Source: an optimization exercise on an open RTL-to-GDS flow (aim: small area and a short achievable clock period). Production flows keep margins and buffers that such runs may drop. The RTL was checked by simulation tests, not by an equivalence proof against the original design. Power figures rest on the tool's default switching activity, not on a simulated workload.

===== flow/flow/run.sh =====
#!/bin/bash
# Standard layout, with buf_2 as the port buffer instead of the cell buffer_ports picks by itself
# (a delay cell that repair_timing cannot resize out of its footprint).
set -euo pipefail
export BUFFER_PORTS_ARGS="-buffer_cell sky130_fd_sc_hd__buf_2"
bash standard.sh > standard.log 2>&1

===== flow/standard.sh =====
#!/bin/bash
# synth_recipe.tcl (not shown) runs the flow's synth.tcl, then flattens the netlist and writes it again
# the make line also repeats each setting of config.mk as NAME=value (left out here)
make -C /OpenROAD-flow-scripts/flow DESIGN_CONFIG=/design/flow/config.mk WORK_HOME=/design/flow/orfs CLKGATE_MAP_FILE= SYNTH_SCRIPT=/design/flow/synth_recipe.tcl "${@:-finish}"

===== flow/config.mk =====
export PLATFORM = sky130hd
export DESIGN_NAME = gp_imem
export DESIGN_NICKNAME = gp_imem
export VERILOG_FILES = /design/flow/design.v
export SDC_FILE = /design/flow/constraint.sdc
export NUM_CORES = 4
export LEC_CHECK = 0
export CAP_MARGIN = 20
export CORE_MARGIN = 2
export CORE_UTILIZATION = 45
export CTS_BUF_LIST = sky130_fd_sc_hd__clkbuf_8
export CTS_CLUSTER_DIAMETER = 60
export CTS_CLUSTER_SIZE = 15
export SETUP_SLACK_MARGIN = 2.7
export SLEW_MARGIN = 55
export SYNTH_HIERARCHICAL = 1

===== flow/constraint.sdc =====
create_clock -name core_clock -period 5.5 [get_ports {clk}]
set_input_delay 1.1000 -clock core_clock [delete_from_list [all_inputs] [get_ports {clk}]]
set_output_delay 1.1000 -clock core_clock [all_outputs]
set_load 0.01 [all_outputs]

===== flow/design.v =====
package gp_imem_pkg;
  localparam int          BOOT_WORDS_DEF = 42;
  localparam logic [31:0] NOP_WORD_DEF   = 32'h0000_0000;
  localparam logic [BOOT_WORDS_DEF*32-1:0] BOOT_TABLE = {
    32'h00000000,
    32'h00000000,
    32'h00000000,
    32'h00000000,
    32'h00000000,
    32'h1000ffff,
    32'hac020000,
    32'h00431020,
    32'h24030002,
    32'h24020001,
    32'h00000000,
    32'h0bf00000,
    32'h00000000,
    32'h02000008,
    32'h26100300,
    32'h3c100000,
    32'h00000000,
    32'h11e0fffc,
    32'h31ef0001,
    32'h8d8f0004,
    32'h00000000,
    32'h15aefffe,
    32'h25ad0001,
    32'h240e0040,
    32'h240d0000,
    32'had8c0000,
    32'h358c0001,
    32'h3c0c2000,
    32'h00000000,
    32'h1540fffa,
    32'h254affff,
    32'h25290004,
    32'h25080004,
    32'had2b0000,
    32'h8d0b0000,
    32'h240a0010,
    32'h25290200,
    32'h3c090000,
    32'h25080100,
    32'h3c080000,
    32'h37bd0ff0,
    32'h3c1d1000
  };
  typedef enum logic {
    BOOT = 1'b0,
    RUN  = 1'b1
  } gp_state_e;
endpackage
module gp_imem_boot_rom #(
  parameter int                DATA_W     = 32,
  parameter int                IDX_W      = 6,
  parameter int                BOOT_WORDS = gp_imem_pkg::BOOT_WORDS_DEF,
  parameter logic [DATA_W-1:0] NOP_WORD   = DATA_W'(gp_imem_pkg::NOP_WORD_DEF)
) (
  input  logic [IDX_W-1:0]  idx,
  output logic [DATA_W-1:0] word
);
  always_comb begin
    word = NOP_WORD;
    if ((32'(idx) < BOOT_WORDS) && (32'(idx) < gp_imem_pkg::BOOT_WORDS_DEF))
      word = DATA_W'(gp_imem_pkg::BOOT_TABLE[32*idx +: 32]);
  end
endmodule
module gp_imem (
  input  logic        clk,
  input  logic        rst,
  input  logic [29:0] addr,
  input  logic        stall,
  output logic [31:0] inst,
  output logic        ready,
  input  logic        reload,
  input  logic        wr_en,
  input  logic [29:0] wr_addr,
  input  logic [31:0] wr_data,
  output logic        wr_ack,
  output logic        wr_err,
  output logic        par_err
);
  localparam int DEPTH = 64;
  localparam int BOOT_WORDS = gp_imem_pkg::BOOT_WORDS_DEF;
  logic        run_q;           
  logic        boot_q;          
  logic [31:0] boot_word_q;     
  logic [5:0]  boot_idx_q;      
  logic [5:0]  ra_q;            
  logic        ra_hi_q;         
  logic [31:0] inst_a_qn, inst_b_qn;  
  logic        wr_ack_q, wr_err_q;
  logic [31:0] mem [DEPTH];
  logic [31:0] mem_d [DEPTH];
  logic [31:0] boot_word, wdata, inst_a_dn, inst_b_dn;
  logic        boot_last, wr_accept, wr_hi, host_wen, run_d, ra_hi_d, rd_en;
  logic        hit, boot_hit, host_hit, kill, take;
  logic [5:0]  ra_d, boot_idx_d;
  logic [DEPTH-1:0] we, keep, rsel_a, rsel_b;
  gp_imem_boot_rom u_boot_rom (
    .idx  (boot_idx_d),
    .word (boot_word)
  );
  assign boot_last = (boot_idx_q == 6'(BOOT_WORDS - 1));
  assign wr_accept = run_q & ~reload & wr_en;
  assign wr_hi     = |wr_addr[29:6];
  assign host_wen  = wr_accept & ~wr_hi;
  assign run_d     = run_q ? ~reload : boot_last;
  assign boot_idx_d = (boot_q && !boot_last) ? boot_idx_q + 6'd1 : 6'd0;
  assign ra_d      = stall ? ra_q : addr[5:0];
  assign ra_hi_d   = stall ? ra_hi_q : |addr[29:6];
  assign wdata = boot_q ? boot_word_q : wr_data;
  gp_imem_wdec u_wdec (
    .boot_idx (boot_idx_q),
    .boot     (boot_q),
    .host_idx (wr_addr[5:0]),
    .host     (host_wen),
    .we       (we),
    .keep     (keep)
  );
  for (genvar i = 0; i < DEPTH; i++) begin : g_word
    for (genvar b = 0; b < 32; b++) begin : g_bit
      gp_imem_ao22 u_cell (
        .a1 (mem[i][b]), .a2 (keep[i]), .b1 (wdata[b]), .b2 (we[i]), .y (mem_d[i][b])
      );
    end
    always_ff @(posedge clk) mem[i] <= mem_d[i];
  end
  assign rd_en    = run_d & ~ra_hi_d;
  assign boot_hit = boot_q && (boot_idx_q == ra_d);
  assign host_hit = host_wen && (wr_addr[5:0] == ra_d);
  assign hit      = boot_hit | host_hit;
  assign take     = rd_en & hit;
  assign kill     = rd_en & ~hit;
  gp_imem_rdec u_rdec_a (.addr (addr[5:0]), .held (ra_q), .stall (stall), .sel (rsel_a));
  gp_imem_rdec u_rdec_b (.addr (addr[5:0]), .held (ra_q), .stall (stall), .sel (rsel_b));
  for (genvar b = 0; b < 32; b++) begin : g_rd
    logic [DEPTH-1:0] col;
    for (genvar i = 0; i < DEPTH; i++) begin : g_col
      assign col[i] = mem[i][b];
    end
    gp_imem_rdhalf u_rd_a (
      .sel  (b < 16 ? rsel_a[31:0] : rsel_b[31:0]),
      .d    (col[31:0]),
      .kill (kill),
      .take (take),
      .w    (wdata[b]),
      .yn   (inst_a_dn[b])
    );
    gp_imem_rdhalf_nb u_rd_b (
      .sel  (b < 16 ? rsel_a[63:32] : rsel_b[63:32]),
      .d    (col[63:32]),
      .kill (kill),
      .yn   (inst_b_dn[b])
    );
  end
  always_ff @(posedge clk or negedge rst) begin
    if (!rst) begin
      run_q      <= 1'b0;
      boot_q     <= 1'b1;
      boot_word_q <= gp_imem_pkg::BOOT_TABLE[31:0];
      boot_idx_q <= '0;
      ra_q       <= '0;
      ra_hi_q    <= 1'b0;
      inst_a_qn  <= '1;
      inst_b_qn  <= '1;
      wr_ack_q   <= 1'b0;
      wr_err_q   <= 1'b0;
    end else begin
      run_q      <= run_d;
      boot_q     <= ~run_d;
      boot_word_q <= boot_word;
      boot_idx_q <= boot_idx_d;
      ra_q       <= ra_d;
      ra_hi_q    <= ra_hi_d;
      inst_a_qn  <= inst_a_dn;
      inst_b_qn  <= inst_b_dn;
      wr_ack_q   <= wr_accept;
      wr_err_q   <= wr_accept & wr_hi;
    end
  end
  assign ready   = run_q;
  assign inst    = ~(inst_a_qn & inst_b_qn);
  assign par_err = 1'b0;
  assign wr_ack  = wr_ack_q;
  assign wr_err  = wr_err_q;
endmodule
module gp_imem_wdec (
  input  logic [5:0]  boot_idx,
  input  logic        boot,
  input  logic [5:0]  host_idx,
  input  logic        host,
  output logic [63:0] we,
  output logic [63:0] keep
);
  logic [5:0] bn, hn;
  logic [7:0] blo, bhi, hlo, hhi;
  assign bn = ~boot_idx;
  assign hn = ~host_idx;
  for (genvar j = 0; j < 8; j++) begin : g_pre
    gp_imem_and3 u_blo (
      .a (j[0] ? boot_idx[0] : bn[0]), .b (j[1] ? boot_idx[1] : bn[1]),
      .c (j[2] ? boot_idx[2] : bn[2]), .y (blo[j])
    );
    gp_imem_and4 u_bhi (
      .a (j[0] ? boot_idx[3] : bn[3]), .b (j[1] ? boot_idx[4] : bn[4]),
      .c (j[2] ? boot_idx[5] : bn[5]), .d (boot), .y (bhi[j])
    );
    gp_imem_and3 u_hlo (
      .a (j[0] ? host_idx[0] : hn[0]), .b (j[1] ? host_idx[1] : hn[1]),
      .c (j[2] ? host_idx[2] : hn[2]), .y (hlo[j])
    );
    gp_imem_and4 u_hhi (
      .a (j[0] ? host_idx[3] : hn[3]), .b (j[1] ? host_idx[4] : hn[4]),
      .c (j[2] ? host_idx[5] : hn[5]), .d (host), .y (hhi[j])
    );
  end
  for (genvar i = 0; i < 64; i++) begin : g_w
    gp_imem_ao22 u_we (
      .a1 (blo[i % 8]), .a2 (bhi[i / 8]), .b1 (hlo[i % 8]), .b2 (hhi[i / 8]), .y (we[i])
    );
    gp_imem_aoi22 u_keep (
      .a1 (blo[i % 8]), .a2 (bhi[i / 8]), .b1 (hlo[i % 8]), .b2 (hhi[i / 8]), .y (keep[i])
    );
  end
endmodule
module gp_imem_rdec (
  input  logic [5:0]  addr,
  input  logic [5:0]  held,
  input  logic        stall,
  output logic [63:0] sel
);
  logic [5:0] at, an;
  logic [7:0] lo_n, hi_n;
  for (genvar k = 0; k < 6; k++) begin : g_bit
    gp_imem_mux2  u_t (.a (addr[k]), .b (held[k]), .s (stall), .y (at[k]));
    gp_imem_mux2i u_n (.a (addr[k]), .b (held[k]), .s (stall), .y (an[k]));
  end
  for (genvar j = 0; j < 8; j++) begin : g_pre
    gp_imem_nand3 u_lo (
      .a (j[0] ? at[0] : an[0]), .b (j[1] ? at[1] : an[1]), .c (j[2] ? at[2] : an[2]), .y (lo_n[j])
    );
    gp_imem_nand3 u_hi (
      .a (j[0] ? at[3] : an[3]), .b (j[1] ? at[4] : an[4]), .c (j[2] ? at[5] : an[5]), .y (hi_n[j])
    );
  end
  for (genvar i = 0; i < 64; i++) begin : g_sel
    gp_imem_nor2 u_sel (.a (lo_n[i % 8]), .b (hi_n[i / 8]), .y (sel[i]));
  end
endmodule
module gp_imem_rdhalf (
  input  logic [31:0] sel,
  input  logic [31:0] d,
  input  logic        kill,
  input  logic        take,
  input  logic        w,
  output logic        yn
);
  logic [10:0] t;    
  logic [2:0]  u;    
  for (genvar g = 0; g < 10; g++) begin : g_grp
    gp_imem_aoi222 u_aoi (
      .a0 (sel[3*g]),   .b0 (d[3*g]),
      .a1 (sel[3*g+1]), .b1 (d[3*g+1]),
      .a2 (sel[3*g+2]), .b2 (d[3*g+2]),
      .y  (t[g])
    );
  end
  gp_imem_aoi22 u_last (.a1 (sel[30]), .a2 (d[30]), .b1 (sel[31]), .b2 (d[31]), .y (t[10]));
  gp_imem_nand4 u_n0 (.a (t[0]), .b (t[1]), .c (t[2]), .d (t[3]), .y (u[0]));
  gp_imem_nand4 u_n1 (.a (t[4]), .b (t[5]), .c (t[6]), .d (t[7]), .y (u[1]));
  gp_imem_nand3 u_n2 (.a (t[8]), .b (t[9]), .c (t[10]), .y (u[2]));
  gp_imem_rdout u_out (.u (u), .kill (kill), .take (take), .w (w), .yn (yn));
endmodule
module gp_imem_rdhalf_nb (
  input  logic [31:0] sel,
  input  logic [31:0] d,
  input  logic        kill,
  output logic        yn
);
  logic [10:0] t;    
  logic [2:0]  u;    
  for (genvar g = 0; g < 10; g++) begin : g_grp
    gp_imem_aoi222 u_aoi (
      .a0 (sel[3*g]),   .b0 (d[3*g]),
      .a1 (sel[3*g+1]), .b1 (d[3*g+1]),
      .a2 (sel[3*g+2]), .b2 (d[3*g+2]),
      .y  (t[g])
    );
  end
  gp_imem_aoi22 u_last (.a1 (sel[30]), .a2 (d[30]), .b1 (sel[31]), .b2 (d[31]), .y (t[10]));
  gp_imem_nand4 u_n0 (.a (t[0]), .b (t[1]), .c (t[2]), .d (t[3]), .y (u[0]));
  gp_imem_nand4 u_n1 (.a (t[4]), .b (t[5]), .c (t[6]), .d (t[7]), .y (u[1]));
  gp_imem_nand3 u_n2 (.a (t[8]), .b (t[9]), .c (t[10]), .y (u[2]));
  gp_imem_rdout_k u_out (.u (u), .kill (kill), .yn (yn));
endmodule
module gp_imem_rdout (
  input  logic [2:0] u,
  input  logic       kill, take, w,
  output logic       yn
);
  assign yn = ~((|u & kill) | (w & take));
endmodule
module gp_imem_rdout_k (
  input  logic [2:0] u,
  input  logic       kill,
  output logic       yn
);
  assign yn = ~(|u & kill);
endmodule
module gp_imem_aoi222 (
  input  logic a0, b0, a1, b1, a2, b2,
  output logic y
);
  assign y = ~((a0 & b0) | (a1 & b1) | (a2 & b2));
endmodule
module gp_imem_ao22 (
  input  logic a1, a2, b1, b2,
  output logic y
);
  assign y = (a1 & a2) | (b1 & b2);
endmodule
module gp_imem_aoi22 (
  input  logic a1, a2, b1, b2,
  output logic y
);
  assign y = ~((a1 & a2) | (b1 & b2));
endmodule
module gp_imem_mux2 (
  input  logic a, b, s,
  output logic y
);
  assign y = s ? b : a;
endmodule
module gp_imem_mux2i (
  input  logic a, b, s,
  output logic y
);
  assign y = ~(s ? b : a);
endmodule
module gp_imem_and3 (
  input  logic a, b, c,
  output logic y
);
  assign y = a & b & c;
endmodule
module gp_imem_and4 (
  input  logic a, b, c, d,
  output logic y
);
  assign y = a & b & c & d;
endmodule
module gp_imem_nand2 (
  input  logic a, b,
  output logic y
);
  assign y = ~(a & b);
endmodule
module gp_imem_nand3 (
  input  logic a, b, c,
  output logic y
);
  assign y = ~(a & b & c);
endmodule
module gp_imem_nand4 (
  input  logic a, b, c, d,
  output logic y
);
  assign y = ~(a & b & c & d);
endmodule
module gp_imem_nor2 (
  input  logic a, b,
  output logic y
);
  assign y = ~(a | b);
endmodule
module gp_imem_nor3 (
  input  logic a, b, c,
  output logic y
);
  assign y = ~(a | b | c);
endmodule

==> flow_summary.rst, run 1 <==
.. list-table::
   :header-rows: 1

   * - Metric
     - Value
   * - Root Buffer Master
     - clkbuf_8
   * - Synthesized net count
     - 6002
   * - Setup slack of the worst register-to-register path
     - 2.47 ns
   * - Boundary pin count
     - 133
   * - Pin count of the biggest net entering global routing
     - 66
   * - Required time worst endpoint
     - 4.40 ns
   * - Sequential fraction of the synthesis area
     - 57.8%
   * - Dominant synthesized flop cell
     - dfxtp_1
   * - Register clock-pin slew on the reported worst setup and hold paths
     - 0.10 ns
   * - DRC violations left
     - 0
   * - Period Utilization, post-route
     - 56.5%
   * - Async set or reset register ratio after synthesis
     - 5.23%
   * - Total die area
     - 172000 um2
   * - GRT Overall Usage
     - 34.3%
   * - Final Routed Wirelength
     - 312000 um
   * - FF-to-FF End
     - inst_a_qn[21]
   * - Number of antenna violations at the first check in global routing
     - 10
   * - Initial core utilization
     - 45.4%
   * - Number of global-route vias before repair
     - 61600
   * - # setup viols final
     - 0
   * - Delay contributed by the slowest stage of the critical path
     - 0.71 ns
   * - EDFF count, synth
     - 0
   * - Vias per Instance
     - 7.29
   * - Inserted Clock Buffers
     - 174
   * - Post-detailed-placement half-perimeter wirelength
     - 182000 um
   * - Kind of critical path
     - register to primary output
   * - Clock Path Buffers
     - 3
   * - Slowest-stage cell, CP
     - dfstp_2
   * - Leakage
     - 0.0336 uW
   * - Number of warnings issued by yosys
     - 11
   * - Worst Tran Pin Value
     - 0.710 ns
   * - FF+latch count, synth
     - 2161
   * - Detail Route Antenna Nets
     - 0
   * - Synthesized area per cell
     - 12.9 um2
   * - Unrepaired setup endpoints after global routing
     - true
   * - Cell depth of the worst flop-to-flop path
     - 10
   * - Cell Rows
     - 150
   * - Final design utilization
     - 53.0%
   * - Max Transition Viols Final
     - 0
   * - X dimension of the die
     - 415 um
   * - Final #Nets
     - 6713
   * - Minimum clock period
     - 3.11 ns
   * - Hold Fails Final Rpt
     - 0
   * - Peak supply drop
     - 0.380 mV
   * - Sum of internal, switching and leakage power
     - 47300 uW
   * - Clock skew
     - 0.0676 ns
   * - Number of H-tree levels
     - 4
   * - Arrival time at the worst endpoint
     - 2.01 ns
   * - Worst r2r src
     - ra_q[2]
   * - Fraction of layout cells with a size suffix above 1
     - 20.2%
   * - P per Cell Area
     - 532 nW/um2
   * - Layout Cells excl Fill
     - 8917
   * - Status
     - finished clean
   * - Endpoint kind of the worst setup timing path
     - primary output
   * - Global-route wire length before repair
     - 445000 um
   * - Sort of element at the start of the critical path
     - register
   * - Crit path cell chain
     - nand2_4, buf_6
   * - Post-synthesis instance total
     - 5895
   * - Vert. Die Dim
     - 415 um
   * - Unique masters post-synth
     - 68
   * - Peak fanout along the critical path
     - 1
   * - Leading cell types in the layout, fill and taps excluded
     - a22o_1 (2048), dfxtp_1 (2048), a222oi_1 (641)
   * - Layout area overhead
     - 16.9%
   * - Number of maximum-capacitance violations
     - 0
   * - Cell area after synthesis
     - 76000 um2
   * - Count of clock tree sinks
     - 2161
   * - CTS tree
     - done
   * - Iteration count of the initial detailed-routing pass
     - 8
   * - Total negative setup slack
     - 0 ns
   * - Timing-limited maximum frequency
     - 322 MHz
   * - Hold Buf Count CTS
     - 0
   * - Routed len/inst
     - 35.0 um
   * - # port buffers
     - 131
   * - Hold Path Class
     - input pin to async pin
   * - Rel. slew slack
     - 52.6%
   * - Core area
     - 167000 um2
   * - Clock Latency Late Sink
     - 1.00 ns
   * - # placed instances
     - 8439
   * - Routability congestion estimate
     - 0.954
   * - Detailed Route Iter0 Violations
     - 10600
   * - Via count
     - 65000
   * - Remaining global-route overflow
     - 0
-- cells in the mapped netlist, types with 3 or more instances --
cell type	instances	area (um2)
a21oi_1	21	105
a21oi_2	32	280
a222oi_1	641	6420
a22o_1	2112	18500
a22oi_1	3	22.5
a22oi_2	128	1600
a311oi_1	3	26.3
a31oi_1	7	43.8
and3_1	17	106
and4_1	16	140
buf_1	3	11.3
buf_2	9	45.0
buf_4	9	67.6
buf_6	6	67.6
clkbuf_1	3	11.3
dfrtp_1	39	976
dfstp_2	74	1940
dfxtp_1	2048	41000
ha_1	10	125
inv_1	26	97.6
mux2_2	32	360
mux2_4	12	180
mux2i_1	17	170
mux2i_2	5	68.8
nand2_1	55	206
nand2b_1	10	62.6
nand3_1	109	546
nand4_1	134	838
nor2_1	156	586
nor2b_1	3	18.8
nor4_1	12	75.1
o21ai_0	18	90.1
o22ai_1	3	18.8
o31a_1	33	289
o31ai_2	32	400
xnor2_1	11	96.3
xor2_1	7	61.3
-- critical path: cells and delay by family, from the launching register on --
family                 cells  cell delay (ns)
DFF                        1             0.71
buffers and inverters      1             0.15
and+or+nand+nor            1             0.15
-- logic make-up after synthesis --
logic type	Yosys count	share of synthesized area, %
compound gates	3054	36.8
simple gates	524	3.53
flops	2161	57.8
fa+ha+maj	11	0.179
buf+inv	58	0.405
other cells	2	0.00988
mux	67	1.06
xor+xnor	18	0.207
-- sequential cells by signal, indices dropped and copies added, names as in the netlist --
signal,count
boot_idx_q,6
boot_q,1
boot_word_q,32
inst_a_qn,32
inst_b_qn,32
mem,2048
ra_hi_q,1
ra_q,6
run_q,1
wr_ack_q,1
wr_err_q,1
-- metrics by stage --
| stage | setup slack [ns] | area [um2] | hold WS (ns) |
|---|---|---|---|
| after global routing | 2.39 | 88800 | 0.209 |
| after floorplan | 2.34 | 76200 | 0.455 |
| after CTS | 2.37 | 87100 | 0.159 |
| after detailed placement | 0.926 | 82200 | 0.469 |
| after global placement | 0.456 | 81200 | 0.464 |
| final | 2.39 | 88800 | 0.181 |
-- area by class of cell --
| cell class | count | area, um2 |
|---|---|---|
| Antenna cell | 11 | 27.5 |
| Tap cell | 2204 | 2760 |
| Fill cell | 14300 | 78600 |
| Multi-Input combinational cell | 3676 | 33800 |
| Clock inverter | 83 | 681 |
| Timing Repair Buffer | 565 | 4840 |
| Sequential cell | 2161 | 43900 |
| Clock buffer | 189 | 2600 |
| Inverter | 28 | 116 |
-- power breakdown --
group / switching, uW / internal (uW)
Sequential: 3090 / 21200
Combinational: 7660 / 6270
Clock: 5490 / 3580
-- metal layers --
layer  up-vias  global-route usage (%)  share of wire, %
met2      4077                    50.3                43
li1      27100                       -                 -
met1     33000                    45.4                39
met5         -                       0             0.043
met4        14                    22.1               7.2
met3       846                    8.20                10
-- per-module statistics from Yosys (local to each module, per instance), a selection --
module | area (um2) | cells | times used
gp_imem_boot_rom | 1190 | 189 | 1
gp_imem_ao22 | 8.76 | 1 | 2112
gp_imem_and3 | 6.26 | 1 | 16
gp_imem_nor2 | 3.75 | 1 | 128
gp_imem_aoi22 | 12.5 | 1 | 128
gp_imem_rdout | 17.5 | 2 | 32
gp_imem_mux2 | 15.0 | 1 | 12
gp_imem_and4 | 8.76 | 1 | 16
gp_imem_aoi222 | 10.0 | 1 | 640
-- what timing repair did --
| item | 4_1_cts | 5_1_grt |
|---|---|---|
| buffers inserted | 80 | 82 |
| gates resized for setup | 215 | 144 |
| endpoints found under the setup margin | 206 | 1947 |
| cloned | 4 | 7 |
| pin swaps | 110 | 177 |
-- how the worst max path moves through the flow --
stage                    endpoint  slack [ns]  cells after the start     startpoint
global route             inst[28]        2.39                      2  inst_b_qn[28]
floorplan            inst_a_qn[0]        2.34                      7          stall
detailed placement  inst_a_qn[16]        0.93                     10          stall
global placement     inst_a_qn[5]        0.46                      8          stall
finish                   inst[28]        2.39                      2  inst_b_qn[28]
CTS                      inst[28]        2.37                      2  inst_b_qn[28]
==> inputs of run 2 (changes only) <==
--- a/flow/config.mk
+++ b/flow/config.mk
@@ -11,6 +11,6 @@
 export CTS_BUF_LIST = sky130_fd_sc_hd__clkbuf_8
 export CTS_CLUSTER_DIAMETER = 60
 export CTS_CLUSTER_SIZE = 15
-export SETUP_SLACK_MARGIN = 2.7
+export SETUP_SLACK_MARGIN = 2.9
 export SLEW_MARGIN = 55
 export SYNTH_HIERARCHICAL = 1
==> run 2 against run 1 <==
Global-route usage grew 1.6 points. Sequential power about the same. Sequential cell count stayed put. Die area did not move. Critical endpoint is now inst[11]. Synthesized cell count unchanged. Still clean. Critical path type unchanged. First-iteration DRC count increased by 15%. Cell count grew 1.8%. Critical path depth unchanged. Clock power down 0.8%. Sequential share of layout area decreased by 1.2 points.
==> flow_summary.rst, run 2 <==
.. list-table::
   :header-rows: 1

   * - Metric
     - Value
   * - Status
     - finished clean
   * - Final #Nets
     - 6879 (+2.5%)
   * - P per Cell Area
     - 526 nW/um2 (-1.1%)
   * - Count of clock tree sinks
     - 2161 (unchanged)
   * - DRC violations left
     - 0 (unchanged)
   * - FF+latch count, synth
     - 2161 (unchanged)
   * - CTS tree
     - done
   * - Post-synthesis instance total
     - 5895 (unchanged)
   * - Timing-limited maximum frequency
     - 323 MHz (+0.35%)
   * - Arrival time at the worst endpoint
     - 2.00 ns (about the same)
   * - Number of maximum-capacitance violations
     - 0 (unchanged)
   * - # placed instances
     - 8485 (+0.55%)
   * - Fraction of power consumed by combinational cells
     - 30.3% (+0.8 points)
   * - Kind of critical path
     - register to primary output
   * - Initial core utilization
     - 45.4% (unchanged)
   * - Pin count of the biggest net entering global routing
     - 66 (unchanged)
   * - # setup viols final
     - 0 (unchanged)
   * - Sum of internal, switching and leakage power
     - 47900 uW (+1.4%)
   * - Max Transition Viols Final
     - 0 (unchanged)
   * - Worst Tran Pin Value
     - 0.732 ns (+0.0212 ns)
   * - Switching power of the nets
     - 16800 uW (+3.5%)
   * - Hold Path Class
     - input pin to async pin
   * - Period Utilization, post-route
     - 56.3% (-0.20 points)
   * - Rel. slew slack
     - 51.2% (-1.4 points)
   * - Switching power as a share of total power
     - 35.1% (+0.73 points)
   * - Number of flip-flops in the largest register
     - 2048 (unchanged)
   * - # port buffers
     - 131 (unchanged)
   * - Root Buffer Master
     - clkbuf_8
   * - Vias per Instance
     - 7.41 (+1.6%)
   * - Leading cell types in the layout, fill and taps excluded
     - a22o_1 (2048), dfxtp_1 (2048), a222oi_1 (641)
   * - GRT Overall Usage
     - 35.9% (+1.6 points)
   * - Met3 layer usage reported by global route
     - 7.63% (-0.57 points)
   * - Cell with the most instances after synthesis
     - a22o_1
   * - Number of H-tree levels
     - 4 (unchanged)
   * - Synth top area share
     - 54.0% (unchanged)
   * - Via count
     - 67200 (+3.4%)
   * - Required time worst endpoint
     - 4.40 ns (about the same)
   * - Detailed Route Iter0 Violations
     - 12200 (+15%)
   * - Unrepaired setup endpoints after global routing
     - true
   * - Total negative setup slack
     - 0 ns (unchanged)
   * - Setup slack of the worst register-to-register path
     - 2.44 ns (-0.03 ns)
   * - EDFF count, synth
     - 0 (unchanged)
   * - Worst r2r src
     - ra_q[3]
   * - Internal Power
     - 31100 uW (+0.24%)
   * - Clock Path Buffers
     - 3 (unchanged)
   * - Routed len/inst
     - 36.5 um (+4.3%)
   * - Inserted Clock Buffers
     - 175 (+0.57%)
   * - Largest reg by FF count
     - mem
   * - Most used standard cells in the synthesized netlist
     - a22o_1 (2112), dfxtp_1 (2048), a222oi_1 (641)
   * - FF-to-FF End
     - inst_b_qn[4]
   * - Detail Route Antenna Nets
     - 0 (unchanged)
   * - Number of warnings issued by yosys
     - 11 (unchanged)
   * - Number of global-route vias before repair
     - 62000 (+0.58%)
   * - Peak fanout along the critical path
     - 1 (unchanged)
   * - Peak supply drop
     - 0.378 mV (-0.53%)
   * - Cell area after synthesis
     - 76000 um2 (unchanged)
   * - Synthesized area per cell
     - 12.9 um2 (unchanged)
   * - Remaining global-route overflow
     - 0 (unchanged)
   * - Clock skew
     - 0.0612 ns (-0.00638 ns)
   * - Sequential fraction of the synthesis area
     - 57.8% (unchanged)
   * - Async set or reset register ratio after synthesis
     - 5.23% (unchanged)
   * - Hold Fails Final Rpt
     - 0 (unchanged)
   * - Fill cell instance count of the final layout
     - 14200 (-1.1%)
   * - Most area-consuming cells after synthesis
     - dfxtp_1 (54%), a22o_1 (24%), a222oi_1 (8.4%), dfstp_2 (2.6%), a22oi_2 (2.1%)
   * - Largest area contributor in the netlist
     - dfxtp_1
   * - Number of antenna violations at the first check in global routing
     - 9 (-1)
   * - Final Routed Wirelength
     - 332000 um (+6.2%)
   * - Unique masters post-synth
     - 68 (unchanged)
   * - Global-route layer with the greatest usage
     - met2
   * - X dimension of the die
     - 415 um (unchanged)
   * - Area of the multi-input gates
     - 34200 um2 (+1.2%)
   * - Layout Cells excl Fill
     - 9076 (+1.8%)
   * - Global-route wire length before repair
     - 462000 um (+3.8%)
   * - Fraction of layout cells with a size suffix above 1
     - 22.7% (+2.6 points)
   * - Post-detailed-placement half-perimeter wirelength
     - 193000 um (+5.8%)
   * - Leakage
     - 0.0348 uW (+3.5%)
   * - Iteration count of the initial detailed-routing pass
     - 13 (+5)
   * - Clock share of power
     - 18.8% (-0.4 points)
   * - Reg power frac
     - 50.9% (-0.5 points)
   * - Routability congestion estimate
     - 0.920 (-3.5%)
   * - Endpoint kind of the worst setup timing path
     - primary output
   * - Layout area overhead
     - 19.8%
   * - Vert. Die Dim
     - 415 um (unchanged)
   * - Cell Rows
     - 150 (unchanged)
   * - Synthesized net count
     - 6002 (unchanged)
   * - Core area
     - 167000 um2 (unchanged)
   * - Register clock-pin slew on the reported worst setup and hold paths
     - 0.10 ns (about the same)
   * - Dominant synthesized flop cell
     - dfxtp_1
   * - Combined flip-flop and latch cell area
     - 43900 um2 (about the same)
   * - Total die area
     - 172000 um2 (unchanged)
   * - Final design utilization
     - 54.4% (+1.3 points)
   * - Minimum clock period
     - 3.10 ns (-0.0109 ns)
   * - Clock Latency Late Sink
     - 1.00 ns (about the same)
   * - Boundary pin count
     - 133 (unchanged)
   * - Fraction of met2 tracks used by global routing
     - 53.0% (+2.7 points)
   * - Cell depth of the worst flop-to-flop path
     - 9 (-1)
   * - Met1 Resource Use GR
     - 47.8% (+2.5 points)
   * - Sort of element at the start of the critical path
     - register
[run 2: layout make-up]
| type | instances | share of cell area [%] |
|---|---|---|
| sequential | 2161 | 48.3 |
| multi-input combinational | 3690 | 37.6 |
| timing repair buffer | 716 | 7.43 |
| tap | 2204 | 3.03 |
| clock buffer | 189 | 2.86 |
| clock inverter | 81 | 0.687 |
| inverter | 28 | 0.124 |
| antenna | 7 | 0.0192 |
[run 2: worst max-delay path by stage]
stage	start	endpoint	depth (start not counted)
2_1_floorplan	stall	inst_a_qn[0]	7
3_3_place_gp	stall	inst_b_qn[24]	7
3_5_place_dp	stall	inst_b_qn[7]	9
4_1_cts	inst_a_qn[11]	inst[11]	2
5_1_grt	inst_a_qn[11]	inst[11]	2
6_report	inst_a_qn[11]	inst[11]	2
[run 2: timing repair]
item,in CTS,in global routing
setup endpoints to repair,751,922
gates resized for setup,425,140
endpoints found under the hold margin,0,0
pin swaps,347,219
hold buffers,0,0
setup buffers,175,84
gates cloned,17,20
[run 2: per-stage QoR]
stage          hold slack [ns]  area [um2]  setup WS (ns)
6_report                0.0467       91100           2.40
3_5_place_dp             0.469       82600          0.988
2_1_floorplan            0.455       76200           2.34
4_1_cts                 0.0126       89300           2.37
3_3_place_gp             0.465       81400          0.225
5_1_grt                 0.0330       91000           2.40
[run 2: per-layer routing]
| metal | share of wire, % | wire [um] |
|---|---|---|
| met1 | 39 | 129000 |
| met3 | 11 | 36900 |
| met5 | 0.033 | 110 |
| met2 | 42 | 141000 |
| met4 | 7.6 | 25100 |
[run 2: logic make-up after synthesis]
logic type / Yosys count / share of synthesized area (%)
AO/OA/AOI/OAI: 3054 / 36.8
flip-flops: 2161 / 57.8
AND/OR/NAND/NOR: 524 / 3.53
multiplexers: 67 / 1.06
buffers and inverters: 58 / 0.405
XOR/XNOR: 18 / 0.207
adder cells (fa/ha/maj): 11 / 0.179
other: 2 / 0.00988
[run 2: Yosys stat by module, one instance, submodules excluded, excerpt]
module / times used / cells / area (um2)
gp_imem_and3: 16 / 1 / 6.26
gp_imem_ao22: 2112 / 1 / 8.76
gp_imem_aoi222: 640 / 1 / 10.0
gp_imem_boot_rom: 1 / 189 / 1190
gp_imem_mux2: 12 / 1 / 15.0
gp_imem_mux2i: 12 / 1 / 10.0
gp_imem_nand3: 96 / 1 / 5.00
gp_imem_nand4: 128 / 1 / 6.26
gp_imem_nor2: 128 / 1 / 3.75
gp_imem_rdout: 32 / 2 / 17.5
gp_imem_rdout_k: 32 / 1 / 12.5
gp_imem_wdec: 1 / 12 / 45.0
[run 2: power by group through the flow]
stage | Clock [uW] | Sequential [uW] | Combinational, uW
finish | 8990 | 24400 | 14500
global route | 9630 | 24900 | 15100
CTS | 9050 | 24200 | 13700
detailed placement | 0 | 24500 | 13300
global placement | 0 | 24500 | 12700
floorplan | 0 | 23500 | 9110
[run 2: critical path, cell delays in order, from the launching register on]
cell and delay (ns):
dfstp_2 0.68, nand2_4 0.14, buf_6 0.15
==> inputs of run 3 (changes only) <==
==> flow/flow/run.sh (replaced) <==
#!/bin/bash
# Standard layout, with buf_4 as the port buffer instead of the cell buffer_ports picks by itself
# (a delay cell that repair_timing cannot resize out of its footprint).
set -euo pipefail
export BUFFER_PORTS_ARGS="-buffer_cell sky130_fd_sc_hd__buf_4"
bash standard.sh > standard.log 2>&1
==> flow/config.mk (replaced) <==
export PLATFORM = sky130hd
export DESIGN_NAME = gp_imem
export DESIGN_NICKNAME = gp_imem
export VERILOG_FILES = /design/flow/design.v
export SDC_FILE = /design/flow/constraint.sdc
export NUM_CORES = 4
export LEC_CHECK = 0
export CAP_MARGIN = 20
export CORE_MARGIN = 2
export CORE_UTILIZATION = 45
export CTS_CLUSTER_DIAMETER = 80
export CTS_CLUSTER_SIZE = 20
export SETUP_SLACK_MARGIN = 2.5
export SLEW_MARGIN = 65
export SYNTH_HIERARCHICAL = 1
==> run 3 against run 2 <==
First-iteration DRC count is 17% lower. Clock-buffer cell count is 12 lower. Critical endpoint is now inst_a_qn[20]. Sequential share of layout area is 1.1 points higher. Sequential power hardly changed. Via count is 4.2% lower. Clock skew is 0.014 ns lower. Synthesized cell count stayed put.
==> flow_summary.rst, run 3 <==
.. list-table::
   :header-rows: 1

   * - Metric
     - Value
   * - Leakage
     - 0.0335 uW (-3.7%)
   * - Fill cell instance count of the final layout
     - 14200 (+0.17%)
   * - Area of the multi-input gates
     - 33400 um2 (-2.4%)
   * - Minimum clock period
     - 3.08 ns (-0.0189 ns)
   * - Peak fanout along the critical path
     - 16 (+15)
   * - Core area
     - 167000 um2 (unchanged)
   * - Final #Nets
     - 6665 (-3.1%)
   * - Largest area contributor in the netlist
     - dfxtp_1
   * - Synthesized area per cell
     - 12.9 um2 (unchanged)
   * - Max Transition Viols Final
     - 0 (unchanged)
   * - Unrepaired setup endpoints after global routing
     - true
   * - Clock skew
     - 0.0468 ns (-0.0144 ns)
   * - Total negative setup slack
     - 0 ns (unchanged)
   * - FF+latch count, synth
     - 2161 (unchanged)
   * - Hold Buf Count CTS
     - 0 (unchanged)
   * - Detail Route Antenna Nets
     - 0 (unchanged)
   * - Unique masters post-synth
     - 68 (unchanged)
   * - Clock Latency Late Sink
     - 0.81 ns (-0.19 ns)
   * - Leading cell types in the layout, fill and taps excluded
     - a22o_1 (2048), dfxtp_1 (2048), a222oi_1 (641)
   * - Crit path cell chain
     - bufbuf_16, mux2i_4, nand3_4, buf_6, nor2_1, buf_6, a222oi_1, buf_1, nand4_1, o31a_1, a21oi_2
   * - Count of clock tree sinks
     - 2161 (unchanged)
   * - Synthesized net count
     - 6002 (unchanged)
   * - Period Utilization, post-route
     - 55.9% (-0.34 points)
   * - Total die area
     - 172000 um2 (unchanged)
   * - Rel. slew slack
     - 55.3% (+4.1 points)
   * - Required time worst endpoint
     - 6.23 ns (+1.83 ns)
   * - GRT Overall Usage
     - 34.2% (-1.7 points)
   * - Number of global-route vias before repair
     - 60500 (-2.3%)
   * - P per Cell Area
     - 546 nW/um2 (+3.7%)
   * - Number of flip-flops in the largest register
     - 2048 (unchanged)
   * - # port buffers
     - 131 (unchanged)
   * - # setup viols final
     - 0 (unchanged)
   * - Dominant synthesized flop cell
     - dfxtp_1
   * - Layout area overhead
     - 17.2%
   * - Number of maximum-capacitance violations
     - 0 (unchanged)
   * - Initial core utilization
     - 45.4% (unchanged)
   * - Summed area of non-filler cells in the final layout
     - 89100 um2 (-2.2%)
   * - Worst Tran Pin Value
     - 0.657 ns (-0.0745 ns)
   * - Sequential fraction of the synthesis area
     - 57.8% (unchanged)
   * - Instance area after placement
     - 84200 um2 (+2.0%)
   * - Endpoint kind of the worst setup timing path
     - register
   * - Kind of critical path
     - input pin to register
   * - Largest reg by FF count
     - mem
   * - Cell with the most instances after synthesis
     - a22o_1
   * - Fraction of layout cells with a size suffix above 1
     - 16.9% (-5.8 points)
   * - Routability congestion estimate
     - 0.907 (-1.5%)
   * - Number of warnings issued by yosys
     - 11 (unchanged)
   * - Final Routed Wirelength
     - 308000 um (-7.0%)
   * - Boundary pin count
     - 133 (unchanged)
   * - Register clock-pin slew on the reported worst setup and hold paths
     - 0.09 ns (about the same)
   * - Hold Fails Final Rpt
     - 0 (unchanged)
   * - DRC violations left
     - 0 (unchanged)
   * - X dimension of the die
     - 415 um (unchanged)
   * - Root Buffer Master
     - clkbuf_16
   * - Number of antenna violations at the first check in global routing
     - 7 (-2)
   * - Slowest-stage cell, CP
     - nand4_1
   * - Sum of internal, switching and leakage power
     - 48600 uW (+1.4%)
   * - CTS tree
     - done
   * - Cell Rows
     - 150 (unchanged)
   * - Synth top area share
     - 54.0% (unchanged)
   * - Number of H-tree levels
     - 4 (unchanged)
   * - Routed len/inst
     - 35.0 um (-4.3%)
   * - Delay contributed by the slowest stage of the critical path
     - 0.47 ns (-0.21 ns)
   * - Sort of element at the start of the critical path
     - input pin
   * - Detailed Route Iter0 Violations
     - 10200 (-17%)
   * - Timing-limited maximum frequency
     - 325 MHz (+0.61%)
   * - Cell family with the largest share of critical-path delay
     - compound AO/OA/AOI/OAI gates
   * - Post-detailed-placement half-perimeter wirelength
     - 194000 um (+0.87%)
   * - Post-synthesis instance total
     - 5895 (unchanged)
   * - Clock Path Buffers
     - 3 (unchanged)
   * - Hold Path Class
     - input pin to async pin
   * - Cell type with the highest occurrence count on the critical path
     - buf_6
   * - Peak supply drop
     - 0.348 mV (-8.1%)
   * - Arrival time at the worst endpoint
     - 3.81 ns (+1.81 ns)
   * - Final design utilization
     - 53.2% (-1.2 points)
   * - Global-route wire length before repair
     - 443000 um (-4.1%)
   * - Cell area after synthesis
     - 76000 um2 (unchanged)
   * - Most used standard cells in the synthesized netlist
     - a22o_1 (2112), dfxtp_1 (2048), a222oi_1 (641)
   * - EDFF count, synth
     - 0 (unchanged)
   * - Pin count of the biggest net entering global routing
     - 43 (-35%)
   * - Status
     - finished clean
   * - Most area-consuming cells after synthesis
     - dfxtp_1 (54%), a22o_1 (24%), a222oi_1 (8.4%), dfstp_2 (2.6%), a22oi_2 (2.1%)
   * - Async set or reset register ratio after synthesis
     - 5.23% (unchanged)
   * - Vias per Instance
     - 7.30 (-1.4%)
   * - Inserted Clock Buffers
     - 130 (-26%)
   * - Via count
     - 64400 (-4.2%)
   * - Bufs and invs on worst path
     - 4 (+3)
   * - Remaining global-route overflow
     - 0 (unchanged)
   * - Combined flip-flop and latch cell area
     - 43900 um2 (about the same)
   * - Iteration count of the initial detailed-routing pass
     - 9 (-4)
   * - Vert. Die Dim
     - 415 um (unchanged)
[run 3: changes by cell type in the layout (fill, tap and decap cells not counted), moves of 24 or more]
| cell | before | now |
|---|---|---|
| buf_1 | 3 | 83 |
| buf_2 | 123 | 8 |
| buf_4 | 311 | 352 |
| buf_6 | 182 | 30 |
| buf_8 | 26 | 2 |
| clkbuf_1 | 0 | 46 |
| clkbuf_16 | 2 | 137 |
| clkbuf_8 | 190 | 4 |
| inv_1 | 60 | 26 |
| nand2_1 | 22 | 46 |
| nand2_4 | 27 | 0 |
| nor2_1 | 89 | 140 |
| nor2_2 | 32 | 8 |
| nor2_4 | 42 | 10 |
[run 3: stage by stage]
| step | hold WS, ns | instances | worst slack (ns) |
|---|---|---|---|
| after floorplan | 0.448 | 5895 | 2.34 |
| after global placement | 0.465 | 8420 | 0.481 |
| after detailed placement | 0.469 | 8567 | 1.08 |
| after CTS | 0.213 | 8760 | 2.46 |
| after global routing | 0.228 | 8820 | 2.47 |
| final | 0.235 | 8822 | 2.42 |
[run 3: cell type report]
type | count | share of cell area [%]
sequential | 2161 | 49.3
multi-input combinational | 3676 | 37.5
timing repair buffer | 561 | 5.72
clock buffer | 177 | 4.04
tap | 2204 | 3.10
clock inverter | 13 | 0.159
inverter | 28 | 0.118
antenna | 2 | 0.00562
[run 3: worst reg2reg max path, cell delays in order (launching register included)]
cell and delay (ns):
dfrtp_1 0.48, mux2_4 0.34, nand3_2 0.30, nor2_1 0.19, buf_4 0.25, a222oi_1 0.51, nand4_1 0.52, o31ai_2 0.38
[run 3: final timing paths]
| kind | start | endpoint | slack [ns] | depth (start not counted) |
|---|---|---|---|---|
| worst min register to register | mem[14][12] | mem[14][12] | 0.49 | 1 |
| worst max-delay path | stall | inst_a_qn[20] | 2.42 | 11 |
| max in group asynchronous | rst | inst_b_qn[30] | 4.27 | 3 |
| min in group core_clock | mem[14][12] | mem[14][12] | 0.49 | 1 |
| worst max register to register | ra_q[3] | inst_b_qn[19] | 2.46 | 7 |
| worst min-delay path | rst | boot_word_q[15] | 0.23 | 1 |
[run 3: what timing repair did]
item                       CTS  global route
buffers inserted             2            26
setup endpoints to repair   75            86
pin swaps                   10            25
cloned                       1             0
resized for setup           24            29
[run 3: logic make-up (layout without fill, tap and decap cells)]
logic type	after synthesis	count (layout)	synth area share, %
AOI/OAI and AO/OA	3054	3054	36.8
xor gates and xnor gates	18	18	0.207
adders and majority gates	11	11	0.179
buffers and inverters	58	779	0.405
DFF	2161	2161	57.8
muxes	67	67	1.06
other	2	4	0.00988
and+or+nand+nor	524	524	3.53
[run 3: per-layer routing]
layer  GRT usage (%)  share of wire [%]  wire [um]
met1            46.2                 40     124000
met2            51.2                 44     135000
met3            5.91                9.2      28400
met4            21.0                7.0      21400
met5               0              0.011         34
[run 3: power by group]
group          switching (uW)  internal [uW]  leakage, uW
clock network            5440           4630      0.00182
registers                3100          21200       0.0180
logic                    7680           6550       0.0137
[run 3: Yosys stat by module, one instance, submodules excluded, excerpt]
module | times used | cells | flops+latches | cell area, um2
gp_imem | 1 | 2310 | 2161 | 45000
gp_imem_and3 | 16 | 1 | 0 | 6.26
gp_imem_and4 | 16 | 1 | 0 | 8.76
gp_imem_aoi22 | 128 | 1 | 0 | 12.5
gp_imem_aoi222 | 640 | 1 | 0 | 10.0
gp_imem_mux2 | 12 | 1 | 0 | 15.0
gp_imem_mux2i | 12 | 1 | 0 | 10.0
gp_imem_nand3 | 96 | 1 | 0 | 5.00
gp_imem_nand4 | 128 | 1 | 0 | 6.26
gp_imem_nor2 | 128 | 1 | 0 | 3.75
gp_imem_rdout | 32 | 2 | 0 | 17.5
gp_imem_rdout_k | 32 | 1 | 0 | 12.5
gp_imem_wdec | 1 | 12 | 0 | 45.0
==> inputs of run 4 (changes only) <==
--- a/flow/design.v
+++ b/flow/design.v
@@ -210,17 +210,19 @@
       .a (j[0] ? host_idx[0] : hn[0]), .b (j[1] ? host_idx[1] : hn[1]),
       .c (j[2] ? host_idx[2] : hn[2]), .y (hlo[j])
     );
-    gp_imem_and4 u_hhi (
+    gp_imem_and3 u_hhi (
       .a (j[0] ? host_idx[3] : hn[3]), .b (j[1] ? host_idx[4] : hn[4]),
-      .c (j[2] ? host_idx[5] : hn[5]), .d (host), .y (hhi[j])
+      .c (j[2] ? host_idx[5] : hn[5]), .y (hhi[j])
     );
   end
   for (genvar i = 0; i < 64; i++) begin : g_w
-    gp_imem_ao22 u_we (
-      .a1 (blo[i % 8]), .a2 (bhi[i / 8]), .b1 (hlo[i % 8]), .b2 (hhi[i / 8]), .y (we[i])
-    );
-    gp_imem_aoi22 u_keep (
-      .a1 (blo[i % 8]), .a2 (bhi[i / 8]), .b1 (hlo[i % 8]), .b2 (hhi[i / 8]), .y (keep[i])
+    gp_imem_ao32 u_we (
+      .a1 (hlo[i % 8]), .a2 (hhi[i / 8]), .a3 (host), .b1 (blo[i % 8]), .b2 (bhi[i / 8]),
+      .y (we[i])
+    );
+    gp_imem_aoi32 u_keep (
+      .a1 (hlo[i % 8]), .a2 (hhi[i / 8]), .a3 (host), .b1 (blo[i % 8]), .b2 (bhi[i / 8]),
+      .y (keep[i])
     );
   end
 endmodule
@@ -320,6 +322,18 @@
 );
   assign y = (a1 & a2) | (b1 & b2);
 endmodule
+module gp_imem_ao32 (
+  input  logic a1, a2, a3, b1, b2,
+  output logic y
+);
+  assign y = (a1 & a2 & a3) | (b1 & b2);
+endmodule
+module gp_imem_aoi32 (
+  input  logic a1, a2, a3, b1, b2,
+  output logic y
+);
+  assign y = ~((a1 & a2 & a3) | (b1 & b2));
+endmodule
 module gp_imem_aoi22 (
   input  logic a1, a2, b1, b2,
   output logic y
==> flow/flow/run.sh (replaced) <==
#!/bin/bash
# Standard layout, with buf_2 as the port buffer instead of the cell buffer_ports picks by itself
# (a delay cell that repair_timing cannot resize out of its footprint).
set -euo pipefail
export BUFFER_PORTS_ARGS="-buffer_cell sky130_fd_sc_hd__buf_2"
bash standard.sh > standard.log 2>&1
--- a/flow/config.mk
+++ b/flow/config.mk
@@ -8,8 +8,9 @@
 export CAP_MARGIN = 20
 export CORE_MARGIN = 2
 export CORE_UTILIZATION = 45
-export CTS_CLUSTER_DIAMETER = 80
-export CTS_CLUSTER_SIZE = 20
-export SETUP_SLACK_MARGIN = 2.5
-export SLEW_MARGIN = 65
+export CTS_BUF_LIST = sky130_fd_sc_hd__clkbuf_8
+export CTS_CLUSTER_DIAMETER = 60
+export CTS_CLUSTER_SIZE = 15
+export SETUP_SLACK_MARGIN = 2.6
+export SLEW_MARGIN = 60
 export SYNTH_HIERARCHICAL = 1
==> run 4 against run 3 <==
Sequential power barely moved. Critical path type is now register to register. Combinational power hardly changed. Total power decreased by 2.2%. Highest routed layer is now met4. Clock-buffer cell count rose by 13. Area after synthesis shrank 0.24%. Via count grew 2.0%. Routed wire length increased by 1.5%. Global-route usage is 0.40 points higher. Critical path depth down 3. Largest power group unchanged. Die area is 0.24% lower.
==> flow_summary.rst, run 4 <==
.. list-table::
   :header-rows: 1

   * - Metric
     - Value
   * - Status
     - finished clean
   * - Iteration count of the initial detailed-routing pass
     - 10 (+1)
   * - Cell area after synthesis
     - 75800 um2 (-0.24%)
   * - Worst Tran Pin Value
     - 0.668 ns (+0.0107 ns)
   * - Sum of internal, switching and leakage power
     - 47500 uW (-2.2%)
   * - Dominant synthesized flop cell
     - dfxtp_1
   * - DRC violations left
     - 0 (unchanged)
   * - Largest area contributor in the netlist
     - dfxtp_1
   * - Met1 Resource Use GR
     - 47.1% (+0.94 points)
   * - Worst r2r src
     - ra_q[3]
   * - Core area
     - 167000 um2 (-0.11%)
   * - Placement Setup Slack
     - 1.12 ns (+0.0445 ns)
   * - Number of antenna violations at the first check in global routing
     - 11 (+4)
   * - Peak supply drop
     - 0.299 mV (-14%)
   * - Rel. slew slack
     - 54.2% (-1.1 points)
   * - Delay contributed by the slowest stage of the critical path
     - 0.61 ns (+0.14 ns)
   * - Synthesized net count
     - 6002 (unchanged)
   * - Layout Cells excl Fill
     - 8922 (+1.1%)
   * - Bufs and invs on worst path
     - 1 (-3)
   * - Hold Fails Final Rpt
     - 0 (unchanged)
   * - GRT Overall Usage
     - 34.6% (+0.40 points)
   * - Area of the multi-input gates
     - 33200 um2 (-0.55%)
   * - Via count
     - 65700 (+2.0%)
   * - P per Cell Area
     - 539 nW/um2 (-1.3%)
   * - Leakage
     - 0.0338 uW (+0.89%)
   * - Async set or reset register ratio after synthesis
     - 5.23% (unchanged)
   * - Vias per Instance
     - 7.37 (+0.90%)
   * - Number of warnings issued by yosys
     - 11 (unchanged)
   * - Required time worst endpoint
     - 6.44 ns (+0.21 ns)
   * - Initial core utilization
     - 45.3% (-0.057 points)
   * - Summed area of non-filler cells in the final layout
     - 88200 um2 (-0.91%)
   * - Cell depth of the worst flop-to-flop path
     - 8 (+1)
   * - Final Routed Wirelength
     - 313000 um (+1.5%)
   * - Sort of element at the start of the critical path
     - register
   * - Met3 layer usage reported by global route
     - 7.80% (+1.9 points)
   * - FF-to-FF End
     - inst_a_qn[5]
   * - Hold Path Class
     - input pin to register
   * - CTS tree
     - done
   * - Detailed Route Iter0 Violations
     - 10800 (+5.8%)
   * - FF+latch count, synth
     - 2161 (unchanged)
   * - Number of maximum-capacitance violations
     - 0 (unchanged)
   * - Fill cell instance count of the final layout
     - 14300 (+1.2%)
   * - Global-route layer with the greatest usage
     - met2
   * - Global-route wire length before repair
     - 448000 um (+1.1%)
   * - Timing-limited maximum frequency
     - 323 MHz (-0.54%)
   * - Inserted Clock Buffers
     - 175 (+35%)
   * - Fraction of met2 tracks used by global routing
     - 50.0% (-1.2 points)
   * - Final #Nets
     - 6716 (+0.77%)
   * - Instance area after placement
     - 83500 um2 (-0.91%)
   * - Post-detailed-placement half-perimeter wirelength
     - 191000 um (-1.8%)
   * - Layout area overhead
     - 16.4%
   * - X dimension of the die
     - 414 um (-0.12%)
   * - Routability congestion estimate
     - 0.936 (+3.2%)
   * - Kind of critical path
     - register to register
   * - EDFF count, synth
     - 0 (unchanged)
   * - Arrival time at the worst endpoint
     - 4.03 ns (+0.22 ns)
   * - # setup viols final
     - 0 (unchanged)
   * - Leading cell types in the layout, fill and taps excluded
     - a22o_1 (2048), dfxtp_1 (2048), a222oi_1 (641)
   * - Number of flip-flops in the largest register
     - 2048 (unchanged)
   * - Detail Route Antenna Nets
     - 0 (unchanged)
   * - Remaining global-route overflow
     - 0 (unchanged)
   * - Synthesized area per cell
     - 12.9 um2 (-0.24%)
   * - Unique masters post-synth
     - 69 (+1.5%)
   * - Clock Path Buffers
     - 3 (unchanged)
   * - End point of the worst hold path
     - run_q
   * - Register clock-pin slew on the reported worst setup and hold paths
     - 0.11 ns (+0.02 ns)
   * - Max Transition Viols Final
     - 0 (unchanged)
   * - Sequential fraction of the synthesis area
     - 57.9% (+0.14 points)
   * - Count of clock tree sinks
     - 2161 (unchanged)
   * - Period Utilization, post-route
     - 56.2% (+0.30 points)
   * - Post-synthesis instance total
     - 5895 (unchanged)
   * - Pin count of the biggest net entering global routing
     - 66 (+53%)
   * - Minimum clock period
     - 3.09 ns (+0.0166 ns)
   * - Slowest-stage cell, CP
     - a222oi_1
   * - Total die area
     - 172000 um2 (-0.24%)
   * - Combined flip-flop and latch cell area
     - 43900 um2 (about the same)
   * - Crit path cell chain
     - mux2_4, nand3_4, nor2_1, buf_4, a222oi_1, nand4_1, o31a_1, a21oi_2
   * - Routed len/inst
     - 35.1 um (+0.41%)
   * - Hold_sp
     - reload
   * - Clock skew
     - 0.0482 ns (+0.00141 ns)
   * - # placed instances
     - 8582 (+0.18%)
   * - Clock Latency Late Sink
     - 0.99 ns (+0.18 ns)
   * - Synth top area share
     - 54.1% (+0.13 points)
   * - Boundary pin count
     - 133 (unchanged)
   * - Most area-consuming cells after synthesis
     - dfxtp_1 (54%), a22o_1 (24%), a222oi_1 (8.5%), dfstp_2 (2.6%), dfrtp_1 (1.3%)
   * - Number of stages on the worst hold path
     - 2
   * - Largest reg by FF count
     - mem
   * - Fraction of layout cells with a size suffix above 1
     - 18.4% (+1.5 points)
   * - Setup slack of the worst register-to-register path
     - 2.41 ns (-0.05 ns)
   * - Most used standard cells in the synthesized netlist
     - a22o_1 (2048), dfxtp_1 (2048), a222oi_1 (641)
   * - Unrepaired setup endpoints after global routing
     - true
   * - Number of H-tree levels
     - 4 (unchanged)
   * - Endpoint kind of the worst setup timing path
     - register
   * - Number of global-route vias before repair
     - 61900 (+2.3%)
   * - Final setup margin
     - 2.41 ns (-0.0166 ns)
   * - # port buffers
     - 131 (unchanged)
   * - Cell family with the largest share of critical-path delay
     - compound AO/OA/AOI/OAI gates
   * - Peak fanout along the critical path
     - 16 (unchanged)
   * - Vert. Die Dim
     - 414 um (-0.12%)
   * - Root Buffer Master
     - clkbuf_8
   * - Cell Rows
     - 150 (unchanged)
   * - Final design utilization
     - 52.8% (-0.43 points)
[run 4: cell types whose count changed after synthesis, sizes merged]
cell	before	now
a22oi	131	67
and4	16	8
a32oi	1	65
and3	17	25
a22o	2112	2048
a32o	0	64
[run 4: logic make-up (layout without fill, tap and decap cells)]
family / count (synthesis) / after routing / share of synthesized area [%]
buffers and inverters: 58 / 865 / 0.406
other: 2 / 18 / 0.00991
AO/OA/AOI/OAI: 3054 / 3054 / 36.7
flip-flops: 2161 / 2161 / 57.9
adder cells (fa/ha/maj): 11 / 11 / 0.180
XOR/XNOR: 18 / 18 / 0.208
multiplexers: 67 / 67 / 1.06
AND/OR/NAND/NOR: 524 / 524 / 3.51
[run 4: Yosys stat by module, one instance, submodules excluded, excerpt]
| module | copies in the design | cells | flip-flops and latches |
|---|---|---|---|
| gp_imem_wdec | 1 | 12 | 0 |
| gp_imem_nand4 | 128 | 1 | 0 |
| gp_imem_rdout | 32 | 2 | 0 |
| gp_imem_aoi222 | 640 | 1 | 0 |
| gp_imem_rdout_k | 32 | 1 | 0 |
| gp_imem_mux2 | 12 | 1 | 0 |
| gp_imem_mux2i | 12 | 1 | 0 |
| gp_imem | 1 | 2310 | 2161 |
| gp_imem_and3 | 24 | 1 | 0 |
| gp_imem_boot_rom | 1 | 189 | 0 |
| gp_imem_nor2 | 128 | 1 | 0 |
| gp_imem_and4 | 8 | 1 | 0 |
| gp_imem_aoi22 | 64 | 1 | 0 |
| gp_imem_ao22 | 2048 | 1 | 0 |
[run 4: worst max-delay path by stage]
| stage | start | endpoint | slack [ns] | depth (start not counted) |
|---|---|---|---|---|
| finish | ra_q[3] | inst_a_qn[5] | 2.41 | 8 |
| global route | inst_a_qn[18] | inst[18] | 2.44 | 2 |
| CTS | inst_a_qn[18] | inst[18] | 2.43 | 2 |
| detailed placement | stall | inst_b_qn[26] | 1.12 | 8 |
| global placement | stall | inst_b_qn[24] | 0.42 | 8 |
| floorplan | wr_addr[18] | mem[0][0] | -0.04 | 5 |
[run 4: cell type report]
class	count	share of cell area, %
Antenna cell	16	0.0454
Clock buffer	190	2.96
Clock inverter	80	0.713
Inverter	28	0.119
Multi-Input combinational cell	3676	37.7
Sequential cell	2161	49.8
Tap cell	2204	3.13
Timing Repair Buffer	567	5.58
[run 4: layer usage]
metal	wire length, um	vias up	share of wire [%]
met3	33400	726	11
met5	0	-	0
met4	20900	0	6.7
met2	132000	4301	42
met1	127000	33500	41
li1	-	27200	-
[run 4: stage by stage]
step	hold slack (ns)	setup TNS [ns]
floorplan	0.448	-82.73
global placement	0.465	0
detailed placement	0.469	0
CTS	0.360	0
global route	0.431	0
finish	0.435	0
[run 4: report_power, final]
part           internal [uW]  leakage [uW]  total [uW]  switching [uW]
logic                   6410        0.0140       14200            7820
registers              21200        0.0180       24300            3090
clock network           3510       0.00180        9020            5510
[run 4: timing repair]
action,CTS,global route
endpoints found under the setup margin,653,761
hold endpoints to repair,7,0
setup buffers,21,12
pin swaps,70,45
gates resized for setup,140,60
hold buffers,1,0
==> inputs of run 5 (changes only) <==
--- a/flow/config.mk
+++ b/flow/config.mk
@@ -11,6 +11,6 @@
 export CTS_BUF_LIST = sky130_fd_sc_hd__clkbuf_8
 export CTS_CLUSTER_DIAMETER = 60
 export CTS_CLUSTER_SIZE = 15
-export SETUP_SLACK_MARGIN = 2.6
-export SLEW_MARGIN = 60
+export SETUP_SLACK_MARGIN = 2.7
+export SLEW_MARGIN = 55
 export SYNTH_HIERARCHICAL = 1
==> run 5 against run 4 <==
Clock skew grew 0.0051 ns. Global-route usage up 0.26 points. Total power fell by 0.37%. Critical path depth is 6 lower. Cell count increased by 1.2%. Via count is 1.1% higher. Maximum frequency rose by 2.1%. Area after synthesis stayed put. Routed wire length up 2.0%. Critical endpoint is now inst[23]. Largest cell class unchanged. Largest power group unchanged.
==> flow_summary.rst, run 5 <==
.. list-table::
   :header-rows: 1

   * - Metric
     - Value
   * - # port buffers
     - 131 (unchanged)
   * - Routed len/inst
     - 35.4 um (+0.77%)
   * - # setup viols final
     - 0 (unchanged)
   * - Layout Cells excl Fill
     - 9028 (+1.2%)
   * - Slowest-stage cell, CP
     - dfstp_4
   * - Register clock-pin slew on the reported worst setup and hold paths
     - 0.10 ns (about the same)
   * - EDFF count, synth
     - 0 (unchanged)
   * - Fill cell instance count of the final layout
     - 14100 (-1.5%)
   * - Sort of element at the start of the critical path
     - register
   * - Inserted Clock Buffers
     - 175 (unchanged)
   * - Most used standard cells in the synthesized netlist
     - a22o_1 (2048), dfxtp_1 (2048), a222oi_1 (641)
   * - Worst Tran Pin Value
     - 0.723 ns (+0.0554 ns)
   * - Critical Path Start
     - inst_a_qn[23]
   * - Largest area contributor in the netlist
     - dfxtp_1
   * - Most area-consuming cells after synthesis
     - dfxtp_1 (54%), a22o_1 (24%), a222oi_1 (8.5%), dfstp_2 (2.6%), dfrtp_1 (1.3%)
   * - Leading cell types in the layout, fill and taps excluded
     - a22o_1 (2048), dfxtp_1 (2048), a222oi_1 (641)
   * - Number of global-route vias before repair
     - 61900 (-0.0081%)
   * - Cell family with the largest share of critical-path delay
     - flip-flops
   * - Hold_sp
     - reload
   * - Timing-limited maximum frequency
     - 330 MHz (+2.1%)
   * - Pin count of the biggest net entering global routing
     - 66 (unchanged)
   * - Unique masters post-synth
     - 69 (unchanged)
   * - Summed area of non-filler cells in the final layout
     - 89600 um2 (+1.5%)
   * - Detailed Route Iter0 Violations
     - 11200 (+3.8%)
   * - Via count
     - 66400 (+1.1%)
   * - Number of flip-flops in the largest register
     - 2048 (unchanged)
   * - DRC violations left
     - 0 (unchanged)
   * - Root Buffer Master
     - clkbuf_8
   * - Peak fanout along the critical path
     - 1 (-15)
   * - Initial core utilization
     - 45.3% (unchanged)
   * - Kind of critical path
     - register to primary output
   * - Endpoint kind of the worst setup timing path
     - primary output
   * - P per Cell Area
     - 528 nW/um2 (-1.9%)
   * - GRT Overall Usage
     - 34.9% (+0.26 points)
   * - Clock Path Buffers
     - 3 (unchanged)
   * - Number of stages on the worst hold path
     - 2 (unchanged)
   * - Clock skew
     - 0.0534 ns (+0.00513 ns)
   * - Dominant synthesized flop cell
     - dfxtp_1
   * - Largest reg by FF count
     - mem
   * - FF+latch count, synth
     - 2161 (unchanged)
   * - Layout area overhead
     - 18.2%
   * - Cell depth of the worst flop-to-flop path
     - 9 (+1)
   * - Instance area after placement
     - 82800 um2 (-0.82%)
   * - Synthesized area per cell
     - 12.9 um2 (unchanged)
   * - Max Transition Viols Final
     - 0 (unchanged)
   * - Number of warnings issued by yosys
     - 11 (unchanged)
   * - Final #Nets
     - 6824 (+1.6%)
   * - Detail Route Antenna Nets
     - 0 (unchanged)
   * - Fraction of layout cells with a size suffix above 1
     - 20.6% (+2.2 points)
   * - Leakage
     - 0.0345 uW (+2.1%)
   * - Final setup margin
     - 2.47 ns (+0.0632 ns)
   * - Cell area after synthesis
     - 75800 um2 (unchanged)
   * - Total die area
     - 172000 um2 (unchanged)
   * - Vias per Instance
     - 7.36 (-0.12%)
   * - Remaining global-route overflow
     - 0 (unchanged)
   * - CTS tree
     - done
   * - Delay contributed by the slowest stage of the critical path
     - 0.73 ns (+0.12 ns)
   * - Rel. slew slack
     - 51.8% (-2.4 points)
   * - Core area
     - 167000 um2 (unchanged)
   * - Async set or reset register ratio after synthesis
     - 5.23% (unchanged)
   * - Status
     - finished clean
   * - # placed instances
     - 8538 (-0.51%)
   * - Vert. Die Dim
     - 414 um (unchanged)
   * - Bufs and invs on worst path
     - 1 (unchanged)
   * - Boundary pin count
     - 133 (unchanged)
   * - Period Utilization, post-route
     - 55.1% (-1.1 points)
   * - Required time worst endpoint
     - 4.40 ns (-2.04 ns)
   * - Arrival time at the worst endpoint
     - 1.93 ns (-2.10 ns)
   * - Clock Latency Late Sink
     - 1.01 ns (+0.02 ns)
   * - Crit path cell chain
     - nand2_4, buf_6
   * - Post-detailed-placement half-perimeter wirelength
     - 184000 um (-3.3%)
   * - Routability congestion estimate
     - 0.936 (unchanged)
   * - Unrepaired setup endpoints after global routing
     - true
   * - Number of maximum-capacitance violations
     - 0 (unchanged)
   * - Sequential fraction of the synthesis area
     - 57.9% (unchanged)
   * - Synth top area share
     - 54.1% (unchanged)
   * - Iteration count of the initial detailed-routing pass
     - 10 (unchanged)
   * - Final Routed Wirelength
     - 319000 um (+2.0%)
   * - Count of clock tree sinks
     - 2161 (unchanged)
   * - Post-synthesis instance total
     - 5895 (unchanged)
   * - Synthesized net count
     - 6002 (unchanged)
   * - Number of antenna violations at the first check in global routing
     - 11 (unchanged)
   * - Hold Fails Final Rpt
     - 0 (unchanged)
   * - Worst r2r src
     - ra_q[1]
   * - Global-route wire length before repair
     - 451000 um (+0.64%)
   * - Number of H-tree levels
     - 4 (unchanged)
   * - Minimum clock period
     - 3.03 ns (-0.0632 ns)
   * - X dimension of the die
     - 414 um (unchanged)
   * - Placement Setup Slack
     - 1.06 ns (-0.0645 ns)
   * - Peak supply drop
     - 0.387 mV (+30%)
   * - Cell Rows
     - 150 (unchanged)
   * - Stages on worst setup path
     - 2 (-6)
   * - Hold Path Class
     - input pin to register
-- run 5: kinds of logic (layout without fill, tap and decap cells) --
group / Yosys count / count (layout) / synth area share [%]
xor gates and xnor gates: 18 / 18 / 0.208
DFF: 2161 / 2161 / 57.9
and+or+nand+nor: 524 / 525 / 3.51
other: 2 / 14 / 0.00991
muxes: 67 / 67 / 1.06
buffers and inverters: 58 / 974 / 0.406
AOI/OAI and AO/OA: 3054 / 3054 / 36.7
adders and majority gates: 11 / 11 / 0.180
-- run 5: per-stage QoR --
stage          hold WS [ns]  util, %  setup TNS (ns)  power, uW
2_1_floorplan         0.448        -          -82.73      32600
3_3_place_gp          0.465     49.1               0      37100
3_5_place_dp          0.469     49.5               0      37600
4_1_cts               0.321     52.5               0      46500
5_1_grt               0.371     53.6               0      49100
6_report              0.410     53.6               0      47400
-- run 5: power by group --
group / switching (uW) / leakage, uW / internal, uW
Sequential: 3080 / 0.0180 / 21200
Combinational: 7880 / 0.0147 / 6310
Clock: 5540 / 0.00177 / 3350
-- run 5: worst paths after layout --
path                                  to  slack (ns)
min in group asynchronous          run_q        0.56
setup reg to reg           inst_a_qn[28]        2.51
hold / removal                     run_q        0.41
max in group asynchronous  inst_b_qn[28]        4.23
hold reg to reg              mem[15][13]        0.49
setup / recovery                inst[23]        2.47
-- run 5: per-module statistics from Yosys (local to each module, per instance), excerpt --
module	cells inside	flip-flops and latches
gp_imem_aoi32	1	0
gp_imem_mux2	1	0
gp_imem_wdec	12	0
gp_imem_rdout_k	1	0
gp_imem_and4	1	0
gp_imem	2310	2161
gp_imem_nand3	1	0
-- run 5: per-layer routing --
metal / global-route usage (%) / up-vias / share of wire [%]
li1: - / 27500 / -
met1: 48.1 / 33900 / 40
met2: 50.5 / 4349 / 42
met3: 7.53 / 730 / 11
met4: 19.9 / 4 / 6.3
met5: 0 / - / 0.033
-- run 5: cell type report --
class	count	area, um2	share of cell area (%)
Antenna cell	12	30.0	0.0335
Clock buffer	182	2500	2.80
Clock inverter	90	651	0.726
Inverter	28	113	0.126
Multi-Input combinational cell	3677	33600	37.5
Sequential cell	2161	43900	49.0
Tap cell	2204	2760	3.08
Timing Repair Buffer	674	6030	6.73
-- run 5: worst reg2reg max path, delay by kind of cell, from the launching register on --
family | cells | cell delay (ns)
AO/OA/AOI/OAI | 3 | 1.16
AND/OR/NAND/NOR | 3 | 0.64
flip-flops | 1 | 0.48
multiplexers | 1 | 0.34
buffers and inverters | 2 | 0.28
-- run 5: timing repair --
| action | 4_1_cts | 5_1_grt |
|---|---|---|
| cloned | 4 | 15 |
| setup endpoints to repair | 760 | 1280 |
| hold endpoints to repair | 17 | 0 |
| gates resized for setup | 238 | 171 |
| setup buffers | 73 | 93 |
| hold buffers | 1 | 0 |
| pin swaps | 113 | 170 |

-- port drivers added, routing unchanged --
The flow's constraints put no driver on any port. The routed layouts listed below were extracted and timed again, unchanged, in two steps. Step 1, drivers: a clkbuf_16 drives clk and a buf_2 each remaining input, both assumed. Step 2 moves the port delays by t, midway between the first and last clock arrival at a register: inputs arrive t later, outputs are due t later. That takes back most of the time a late clock gives input paths. a / b / c = no drivers / after step 1 / after step 2; a / b = the first two.
| run | shift t [ns] | setup slack, ns | worst setup path after step 2 | worst slew at a driven data input, ns |
|---|---|---|---|---|
| run 1 | 1.046 | 2.393 / 2.315 / 1.354 | input to register | 0.17 |
| run 2 | 1.054 | 2.404 / 2.329 / 1.481 | input to register | 0.11 |
| run 3 | 0.885 | 2.423 / 2.306 / 1.422 | input to register | 0.23 |
| run 4 | 1.051 | 2.406 / 2.389 / 1.402 | input to register | 0.14 |
| run 5 | 1.060 | 2.470 / 2.388 / 1.498 | input to register | 0.14 |
After both steps every run listed still meets setup and hold. For run 1, which loses most, drivers alone change the setup slack by -0.078 ns; drivers and shift together by -1.039 ns.
